Source: an optimization exercise on an open RTL-to-GDS flow (aim: small area and a short achievable clock period). Production flows keep margins and buffers that such runs may drop.
The RTL of this run was laid out without a check of its function.
No activity file was given, so power comes from the tool's default toggle rates.

<file path="design/flow/config.mk">
export PLATFORM = sky130hd
export DESIGN_NAME = hansen_icache
export DESIGN_NICKNAME = hansen_icache
export VERILOG_FILES = /design/flow/design.v
export SDC_FILE = /design/flow/constraint.sdc
export NUM_CORES = 4
export LEC_CHECK = 0
export CAP_MARGIN = 20
export CORE_MARGIN = 2
export CORE_UTILIZATION = 40
export SETUP_SLACK_MARGIN = 1.5
export SLEW_MARGIN = 20
</file>
<file path="design/flow/constraint.sdc">
create_clock -name core_clock -period 5.5 [get_ports {clk}]
set_input_delay 1.1000 -clock core_clock [delete_from_list [all_inputs] [get_ports {clk}]]
set_output_delay 1.1000 -clock core_clock [all_outputs]
set_load 0.01 [all_outputs]
</file>
<file path="design/flow/design.v">
package hansen_icache_pkg;
    localparam int LINES    = 16;
    localparam int WORDS    = 4;
    localparam int OFFSET_W = 2;
    localparam int INDEX_W  = 4;
    localparam int TAG_W    = 24;
endpackage
module hansen_icache_data (
    input  logic        clk,
    input  logic [3:0]  rd_index,
    input  logic [1:0]  rd_offset,
    input  logic [23:0] rd_tag,
    input  logic [15:0] rd_valid,
    output logic [31:0] rd_data,
    output logic        rd_match,
    input  logic        wr_en,
    input  logic [3:0]  wr_index,
    input  logic [1:0]  wr_offset,
    input  logic [31:0] wr_data,
    input  logic        tag_we,
    input  logic [23:0] wr_tag
);
    logic [31:0] data_mem [64];
    logic [23:0] tag_mem  [16];
    logic [15:0] line_sel;
    logic [3:0]  word_sel;
    logic [15:0] line_match;
    always_comb begin
        for (int i = 0; i < 16; i++) begin
            line_sel[i]   = (rd_index == 4'(i));
            line_match[i] = rd_valid[i] && (tag_mem[i] == rd_tag);
        end
        for (int j = 0; j < 4; j++)
            word_sel[j] = (rd_offset == 2'(j));
        rd_match = |(line_sel & line_match);
        rd_data  = '0;
        for (int i = 0; i < 16; i++)
            for (int j = 0; j < 4; j++)
                rd_data = rd_data | (data_mem[i*4+j] & {32{line_sel[i] && word_sel[j]}});
    end
    always_ff @(posedge clk) begin
        for (int i = 0; i < 16; i++) begin
            for (int j = 0; j < 4; j++)
                if (wr_en && wr_index == 4'(i) && wr_offset == 2'(j))
                    data_mem[i*4+j] <= wr_data;
            if (tag_we && wr_index == 4'(i))
                tag_mem[i] <= wr_tag;
        end
    end
endmodule
module hansen_icache #(
    parameter int LINES      = 16,
    parameter int WORDS      = 4,
    parameter int MISS_CNT_W = 16
) (
    input  logic                  clk,
    input  logic                  reset_n,
    input  logic [31:0]           cpu_addr,
    output logic [31:0]           cpu_rdata,
    output logic                  cpu_hit,
    output logic                  cpu_stall,
    input  logic                  flush,
    output logic                  mem_req,
    output logic [31:0]           mem_addr,
    input  logic                  mem_ack,
    input  logic                  mem_rvalid,
    input  logic [31:0]           mem_rdata,
    output logic [MISS_CNT_W-1:0] miss_count
);
    logic        busy;
    logic [15:0] valid;
    logic [1:0]  beat;
    logic        flush_pending;
    logic [27:0] line_addr;
    logic [3:0]  fill_index;
    logic        line_match, start_miss, filling, beat_wr, last_beat;
    logic [1:0]  unused_addr_bits;
    assign unused_addr_bits = cpu_addr[1:0];
    assign mem_addr   = {line_addr, 4'b0000};
    assign fill_index = line_addr[3:0];
    assign cpu_hit    = !busy && line_match;
    assign cpu_stall  = !cpu_hit;
    assign start_miss = !busy && !line_match && !flush;
    assign filling    = busy && !mem_req;
    assign beat_wr    = filling && mem_rvalid;
    assign last_beat  = beat_wr && (beat == 2'd3);
    hansen_icache_data u_data (
        .clk       (clk),
        .rd_index  (cpu_addr[7:4]),
        .rd_offset (cpu_addr[3:2]),
        .rd_tag    (cpu_addr[31:8]),
        .rd_valid  (valid),
        .rd_data   (cpu_rdata),
        .rd_match  (line_match),
        .wr_en     (beat_wr),
        .wr_index  (fill_index),
        .wr_offset (beat),
        .wr_data   (mem_rdata),
        .tag_we    (last_beat),
        .wr_tag    (line_addr[27:4])
    );
    always_ff @(posedge clk or negedge reset_n) begin
        if (!reset_n) begin
            busy          <= 1'b0;
            valid         <= '0;
            mem_req       <= 1'b0;
            line_addr     <= '0;
            beat          <= '0;
            miss_count    <= '0;
            flush_pending <= 1'b0;
        end else begin
            if (start_miss) begin
                busy      <= 1'b1;
                mem_req   <= 1'b1;
                line_addr <= cpu_addr[31:4];
                if (miss_count != '1)
                    miss_count <= miss_count + MISS_CNT_W'(1);
            end
            if (mem_req && mem_ack) begin
                mem_req <= 1'b0;
                beat    <= '0;
            end
            if (beat_wr)
                beat <= beat + 2'd1;
            if (last_beat) begin
                busy              <= 1'b0;
                valid[fill_index] <= !flush_pending;
                flush_pending     <= 1'b0;
            end
            if (flush)
                valid <= '0;
            if (flush && busy && !last_beat)
                flush_pending <= 1'b1;
        end
    end
endmodule
</file>
<file path="design/flow/run.sh">
#!/bin/bash
# synth_recipe.tcl (not shown) runs the flow's synth.tcl, then flattens the netlist and writes it again
# the make line also repeats each setting of config.mk as NAME=value (left out here)
make -C /OpenROAD-flow-scripts/flow DESIGN_CONFIG=/design/flow/config.mk WORK_HOME=/design/flow/orfs CLKGATE_MAP_FILE= SYNTH_SCRIPT=/design/flow/synth_recipe.tcl finish
</file>
==> qor.log <==
[status] status finished clean
[cts] latest clock arrival within the worst-skew pair 900 ps
[cts] clock tree from TritonCTS yes
[synth] biggest area consumer among synthesized cells edfxtp_1
[route] number of antenna-violating nets in the routed design 0
[finish] Final Net Count 6043
[die] Total Die Area 0.235 mm²
[finish] layout overhead on the synthesized area 29.2%
[timing] highest clock rate 207 MHz
[cts] cts hold-fix bufs 0
[hold_path] type of the tightest min-delay check input pin to async pin
[critical_path] Largest delay share family, worst path simple AND/OR/NAND/NOR gates
[critical_path] startpoint type of the worst setup path input pin
[timing] Least-Margin Pin Slew 1260 ps
[cts] number of buffers created by CTS 239
[route] DR vias 61400
[synth] syn avg cell area 19.0 µm²
[synth] Synth top area share 78.9%
[cts] post-CTS clock slew at the launch and capture registers of the worst setup and hold paths 60 ps
[synth] ranking of synthesized cells by area edfxtp_1, a221oi_1, a22o_1, xnor2_1, dfrtp_1
[pwr] Lkg Pwr 39.6 nW
[die] Starting Density 40.2%
[synth] synthesized netlist cell count 4880
[placed_design] sum of net half-perimeters after detailed placement 210000 µm
[critical_path] nature of the critical path endpoint output port
[die] standard-cell rows 176
[synth] sequential cell area fraction in the yosys report 80.6%
[critical_path] peak per-stage delay on the critical path 610 ps
[die] Die X-Extent 485 µm
[route] DRC violation count after routing 0
[pwr] power density normalized to cell area 360 mW/mm²
[synth] count of warnings emitted by yosys 4
[route] First-pass DRT Iterations 7
[route] routed wire length 384000 µm
[timing] Setup Viol. Count Final 0
[synth] post-synthesis instance area 0.0926 mm²
[synth] ys async rst share 2.60%
[global_routing] global-route total usage across every layer 31.6%
[job] count of max-cap constraint violations 0
[cts] master cell of the clock root buffer clkbuf_16
[die] vertical die dimension 485 µm
[placed_design] pre-CTS worst setup slack -437 ps
[global_routing] wire length of the first global-routing pass 501000 µm
[critical_path] most used cell, CP buf_12
[synth] flip-flop and latch count after synthesis 2497
[cts] sink count of the clock tree 2497
[critical_path] category of the critical setup timing path input pin to output port
[synth] distinct cell type count of the synthesized netlist 46
[critical_path] master of the slowest instance on the critical path or4_4
[placed_design] # placed instances 8432
[route] Wirelength per Cell 41.7 µm
[timing] final number of max-transition violations 0
[route] violation count after the first detailed-routing iteration 12200
[synth] number of flops mapped to enable cells by yosys 2432
[critical_path] Req. time, crit path 4400 ps
[global_routing] overflow left after global routing 0
[global_routing] initial antenna violation count 24
[placed_design] gp weighted congestion 0.870
[finish] number of standard cells in the final layout excluding fillers 9213
[critical_path] Buffers & Inverters on Critical Path 8
[die] num ports 152
[timing] Layout Skew 82.5 ps
[cts] clk buf depth 3
[timing] part of the cycle the worst path needs 87.9%
[timing] setup repair after global routing missed its margin yes
[timing] worst hold slack across all endpoints 363 ps
[global_routing] number of global-route vias before repair 56600
[cts] CTS HTree Levels 4
[pwr] Power Total 0.0430 W
[timing] tightest slew margin relative to the limit 16.0%
[timing] Worst Slack Setup Final 667 ps
[placed_design] IO Port Bufs 145
[finish] layout cell share with drive strength beyond 1 31.5%
[synth] predominant post-synthesis flop cell edfxtp_1
[global_routing] pin count of the biggest net entering global routing 66
[finish] fillcell total 17900
[route] drt via density 6.66
[pwr] largest vdd supply drop 404 µV
[timing] Final Hold Violating Endpoints 0
[critical_path] crit-path max FO 5
[critical_path] Arr. time, crit path 3730 ps
[die] CORE AREA 0.230 mm²
[critical_path] Cell Chain, Critical Path buf_12 -> buf_16 -> buf_6 -> or4b_4 -> buf_12 -> nor2_4 -> buf_12 -> buf_12 -> buf_6 -> a22o_1 -> a221oi_2 -> nand4_1 -> or4_4 -> buf_6
[timing] shortest period the worst path allows 4830 ps
## stage by stage
step / setup TNS, ps / area (µm²) / util (%)
6_report: 0 / 120000 / 52.0
5_1_grt: 0 / 120000 / 52.0
4_1_cts: 0 / 118000 / 51.4
3_5_place_dp: -7020 / 105000 / 45.4
3_3_place_gp: -6850 / 104000 / 45.3
2_1_floorplan: 0 / 92700 / -
## flip-flops by register name, indices dropped and copies added, names as in the netlist
signal           count
flush_pending        1
valid               16
line_addr           28
u_data.tag_mem     384
busy                 1
beat                 2
miss_count          16
mem_req              1
u_data.data_mem   2048
## cells in the final DEF (no fill, tap or decap), types with 64 or more instances in the layout
| cell | synthesis | routed |
|---|---|---|
| clkbuf_16 | 0 | 240 |
| xor2_1 | 176 | 173 |
| buf_4 | 31 | 546 |
| dfrtp_1 | 65 | 64 |
| buf_12 | 0 | 277 |
| nor2_4 | 0 | 66 |
| a221oi_1 | 490 | 195 |
| edfxtp_1 | 2432 | 2432 |
| a221oi_2 | 0 | 283 |
| xnor2_1 | 221 | 220 |
| buf_6 | 24 | 133 |
| a22o_1 | 490 | 482 |
| nand4_1 | 183 | 183 |
## cell type report
type                       count  area [µm²]  area share, %
antenna                       14        35.0         0.0293
clock buffer                 301        6280           5.25
clock inverter               149        1630           1.36
inverter                       9        33.8         0.0282
multi-input combinational   2106       19900           16.7
sequential                  2497       74700           62.4
tap                         3026        3790           3.17
timing repair buffer        1111       13200           11.1
## what timing repair did
action	4_1_cts	5_1_grt
resized for setup	715	138
gates cloned	20	1
endpoints found under the setup margin	34	34
setup buffers	243	50
pin swaps	209	127
## per-layer routing
metal	GRT usage (%)	wire length, µm	vias to the layer above
li1	-	-	22700
met1	41.5	133000	31400
met2	46.8	166000	5929
met3	10.0	58800	1353
met4	16.8	25600	24
met5	0	127	-
## logic make-up (layout without fill, tap and decap cells)
logic type / after synthesis / in the layout / synth area share [%]
xor gates and xnor gates: 397 / 397 / 3.75
buffers and inverters: 281 / 1570 / 1.48
muxes: 33 / 33 / 0.395
adders and majority gates: 10 / 10 / 0.135
DFF: 2497 / 2497 / 80.6
other: 1 / 18 / 0.00405
and+or+nand+nor: 601 / 602 / 3.74
AOI/OAI and AO/OA: 1060 / 1060 / 9.87
## final timing paths
| path | start | to | slack (ps) | cells past startpoint |
|---|---|---|---|---|
| worst min register to register | miss_count[9] | miss_count[9] | 500 | 1 |
| worst max-delay path | cpu_addr[4] | cpu_rdata[12] | 670 | 14 |
| min in group core_clock | miss_count[9] | miss_count[9] | 500 | 1 |
| max in group asynchronous | reset_n | line_addr[4] | 4340 | 1 |
| worst max register to register | busy | u_data.data_mem[7][6] | 2030 | 6 |
| worst min-delay path | reset_n | line_addr[20] | 360 | 1 |
## report_power, final
part / switching [W] / leakage (nW) / total [W] / internal (W)
Combinational: 0.00275 / 13.1 / 0.00402 / 0.00127
Clock: 0.00746 / 3.83 / 0.0167 / 0.00925
Sequential: 0.000412 / 22.7 / 0.0223 / 0.0219
Total: 0.0106 / 39.6 / 0.0430 / 0.0324
## cell usage after synthesis (2+ instances only)
cell type and n:
o22ai_1 8, a22oi_1 56, nand4_1 183, nand4bb_1 6, a221oi_1 490, a22o_1 490
o21ai_0 4, xor2_1 176, inv_1 9, nor2_1 104, and2_1 81, nand2_1 53
a21oi_1 7, or4b_1 3, edfxtp_1 2432, a31oi_1 3, buf_2 13, xnor2_1 221
buf_6 24, or4_1 48, nand3_1 35, mux2_2 25, ha_1 10, nor4_1 52
nand4b_1 3, nand2b_1 4, mux2i_1 5, mux2_1 3, nor3_1 7, clkbuf_1 191
buf_1 13, dfrtp_1 65, buf_4 31, or2_2 2, and3_1 12

[static timing again, ports no longer ideal]
The flow's constraints put no driver on any port. The routed layout listed below was extracted and timed again, unchanged, in two steps.
Step 1 (the two cells are an assumption about what drives the block):
set clk [get_ports {clk}]
set_driving_cell -lib_cell sky130_fd_sc_hd__clkbuf_16 $clk
set_driving_cell -lib_cell sky130_fd_sc_hd__buf_2 [delete_from_list [all_inputs] $clk]
Step 2 moves the port delays by t, midway between the first and last clock arrival at a register: inputs arrive t later, outputs are due t later. That takes back most of the time a late clock gives input paths.
a / b / c = no drivers / after step 1 / after step 2; a / b = the first two.
t (ns): 0.972
slack for setup (ns): 0.667 / 0.526 / 0.526
worst setup path after step 2: input to output
slew at the worst register clock pin (ns): 0.07 / 0.07
pins driven straight from the clock port: 1
After both steps this run still meets setup and hold. For this run, drivers alone change the setup slack by -0.141 ns; drivers and shift together by -0.141 ns.
